What follows belongs to an exercise in optimizing a design on an open flow for small area, a short achievable clock period and few clock cycles per item; a production flow would make more cautious choices.
At most, simulation tests tie the RTL to the original design; equivalence was not proved.
Power figures rest on the tool's default switching activity, not on a simulated workload.

job 6793:
// roce_pkt_gen_top
module roce_pkt_gen_top (
  input  logic                    core_clk,
  input  logic                    core_aresetn,
  input  logic                    start_i,
  input  logic [47:0]             src_mac_i,
  input  logic [31:0]             src_ip_i,
  input  logic                    cfg_we_i,
  input  logic [2-1:0]    cfg_qp_i,
  input  logic [47:0]             cfg_mac_i,
  input  logic [31:0]             cfg_ip_i,
  input  logic [23:0]             cfg_psn_i,
  input  logic [512-1:0]      wqe_tdata_i,
  input  logic                    wqe_tvalid_i,
  input  logic                    tx_tready_i,
  output logic [512-1:0]      tx_tdata_o,
  output logic [64-1:0]  tx_tkeep_o,
  output logic                    tx_tvalid_o,
  output logic                    tx_tlast_o,
  output logic                    post_rd_wqe_o,
  output logic                    post_wr_wqe_o,
  output logic                    send_done_o,
  output logic                    read_done_o,
  output logic                    write_done_o
);
clock: 10.0 ns
lec_check: 0
cap_margin: 20
core_area: 10 10 450 450
die_area: 0 0 460 460
place_density: 0.75
slew_margin: 20
standard.sh (not shown) runs the stock make flow with config.mk's settings and CLKGATE_MAP_FILE= SYNTH_SCRIPT=/design/flow/synth_recipe.tcl, a recipe that flattens the netlist after the stock synthesis.
==> flow/flow/run.sh <==
#!/bin/bash
set -euo pipefail
export SETUP_SLACK_MARGIN=6.5
export BUFFER_PORTS_ARGS="-buffer_cell sky130_fd_sc_hd__buf_1"
export CTS_ARGS="-sink_clustering_enable -repair_clock_nets -dont_use_dummy_load -sink_buffer_max_cap_derate 1.0 -buf_list {sky130_fd_sc_hd__clkbuf_8} -root_buf sky130_fd_sc_hd__clkbuf_16"
bash standard.sh > flow_standard.log 2>&1
Job 6793: PASS, flow complete, no timing, DRC or antenna violations
Testbench counts of job 6793, summed over its fixed seeds: cycles 2,987, frames 768.
Edits applied to the flow inputs when going from job 6793 to job 1821:
==> flow/flow/run.sh <==
#!/bin/bash
set -euo pipefail
export SETUP_SLACK_MARGIN=6.5
export BUFFER_PORTS_ARGS="-buffer_cell sky130_fd_sc_hd__buf_1"
export CTS_ARGS="-sink_clustering_enable -repair_clock_nets -dont_use_dummy_load -sink_clustering_size 12 -buf_list {sky130_fd_sc_hd__clkbuf_8} -root_buf sky130_fd_sc_hd__clkbuf_16"
bash standard.sh > flow_standard.log 2>&1
Findings:
The number of cells produced by synthesis on job 1821 is in line with that on job 6793.
Re count of buffer and inverter cells on the critical path: no difference whatsoever between job 1821 and job 6793.
Worst setup slack across job 6793 and job 1821: no real change.
The clock network area share of job 1821 and that of job 6793 are within noise of each other.
Wire length of job 1821 is on par with job 6793.
Input-level comparison between job 6544 and job 1821:
==> flow/flow/run.sh <==
#!/bin/bash
set -euo pipefail
export SETUP_SLACK_MARGIN=6.7
export BUFFER_PORTS_ARGS="-buffer_cell sky130_fd_sc_hd__buf_1"
export CTS_ARGS="-sink_clustering_enable -repair_clock_nets -dont_use_dummy_load -sink_clustering_size 24 -sink_clustering_max_diameter 120 -buf_list {sky130_fd_sc_hd__clkbuf_16} -root_buf sky130_fd_sc_hd__clkbuf_16"
bash standard.sh > flow_standard.log 2>&1
Results
Job 6544 reached the final stage; the timing, DRC and antenna checks on its layout passed.
| adder and majority cell fraction of the synthesized area | job 1821 vs job 6544 | ≈ equal |
Minimum clock period after layout was lower in the run labelled job 1821.
Power: job 1821 and job 6544 compared, higher one is job 6544
Between job 1821 and job 6544, transition time of the tightest slew-check pin increased.
Job 1821 ended up with dip_q[2] as its capture point of the critical path; job 6544 ended up with tx_tkeep_o[11].
The share of post-route cells with drive strength above 1 of job 6544 exceeds that of job 1821 by 9.3 points.
Relative contribution of combinational cells to total power ended up 7.2 points higher on job 6544 than on job 1821.
Edits applied to the flow inputs when going from job 6544 to job 8601:
- PLACE_DENSITY removed (was 0.75)
==> flow/flow/run.sh <==
#!/bin/bash
set -euo pipefail
export SETUP_SLACK_MARGIN=6.5
export BUFFER_PORTS_ARGS="-buffer_cell sky130_fd_sc_hd__buf_1"
export CTS_ARGS="-sink_clustering_enable -repair_clock_nets -dont_use_dummy_load -sink_clustering_size 12 -buf_list {sky130_fd_sc_hd__clkbuf_8} -root_buf sky130_fd_sc_hd__clkbuf_16"
bash standard.sh > flow_standard.log 2>&1
A beginning of the critical path of keep_q[0] is what job 6544 shows, while cfg_qp_i[1] belongs to job 8601.
Job 8601 vs. job 6544: routed wire length saw a decrease; register-to-register slack -0.13 ns.
Cell with the biggest individual delay on the critical path: dfxtp_4 -> job 6544, and3_4 -> job 8601
Looking at share of the clock period used by the worst path after layout, job 8601 sits above job 6544.
Compared with job 6544, in job 8601 fraction of area in non-clock buffers went down by 5.3 points, via count went down by 282.

* * *

roce_pkt_gen_top, a different RTL version from the one above (not shown whole).
Size: roughly 2300 cells after synthesis, roughly 830 flip-flops, about 1300 I/O pins, about 33000 sq um of cells after synthesis.
Settings: LEC_CHECK=0, CAP_MARGIN=20, CORE_AREA=10 10 450 450, DIE_AREA=0 0 460 460, SLEW_MARGIN=20; clock period 10.0 ns.
==> flow/flow/run.sh <==
#!/bin/bash
set -euo pipefail
export SETUP_SLACK_MARGIN=6.5
export BUFFER_PORTS_ARGS="-buffer_cell sky130_fd_sc_hd__buf_1"
export CTS_ARGS="-sink_clustering_enable -repair_clock_nets -dont_use_dummy_load -sink_clustering_size 10 -buf_list {sky130_fd_sc_hd__clkbuf_4 sky130_fd_sc_hd__clkbuf_8} -root_buf sky130_fd_sc_hd__clkbuf_16"
bash standard.sh > flow_standard.log 2>&1
Change:
==> flow/flow/run.sh (replaced) <==
#!/bin/bash
# Standard ORFS layout, with a larger setup margin for repair_timing and
# the smallest buffer on the ports.
set -euo pipefail
export SETUP_SLACK_MARGIN=6.5
export BUFFER_PORTS_ARGS="-buffer_cell sky130_fd_sc_hd__buf_1"
bash standard.sh > flow_standard.log 2>&1
The changed run finished with timing, DRC and antenna clean.
Utilization came out higher by 0.76 points.
Wire length came out lower by 0.86%.
Setup slack got worse by 0.024 ns.
Global-route usage is about the same.
Total power increases by 6.8%.
Final cell count stays flat.
Count of clock-buffer cells in the layout falls by 29.
Critical path depth drops by 8.
Function was not checked in any run of this note: the RTL went through the layout flow alone.

==> what the ideal ports hide <==
The flow's constraints put no driver on any port. The routed layouts listed below were extracted and timed again, unchanged, in two steps. Step 1, drivers: a clkbuf_16 drives core_clk and a buf_2 each remaining input, both assumed. Step 2, shift: input delay + t, output delay - t, t = (earliest + latest rising clock arrival at the registers) / 2. This alone moves slack from input paths to output paths. a / b / c = ideal ports / drivers / drivers and shift; a / b = the first two.
run | shift t [ns] | slack for setup (ns) | hold WS [ns] | latest minus earliest clock arrival (ns) | slew at the worst register clock pin (ns)
job 6793 | 0.760 | 6.531 / 6.484 / 5.724 | 0.351 / 0.351 / 0.351 | 0.110 / 0.110 | 0.07 / 0.07
job 1821 | 0.756 | 6.532 / 6.461 / 5.705 | 0.351 / 0.351 / 0.351 | 0.103 / 0.103 | 0.07 / 0.07
job 6544 | 0.705 | 6.476 / 6.418 / 5.853 | 0.359 / 0.359 / 0.359 | 0.114 / 0.113 | 0.11 / 0.11
job 8601 | 0.775 | 6.411 / 6.391 / 5.660 | 0.355 / 0.355 / 0.355 | 0.128 / 0.128 | 0.06 / 0.06
the first run of note 2 | 0.773 | 6.379 / 6.323 / 5.550 | 0.368 / 0.368 / 0.368 | 0.103 / 0.103 | 0.06 / 0.06
the second run of note 2 | 0.792 | 6.355 / 6.293 / 5.546 | 0.360 / 0.360 / 0.360 | 0.039 / 0.039 | 0.07 / 0.07
After both steps setup and hold are still met in every run listed. The setup slack of the first run of note 2, which loses most, moves by -0.056 ns with the drivers and by -0.829 ns with both steps.
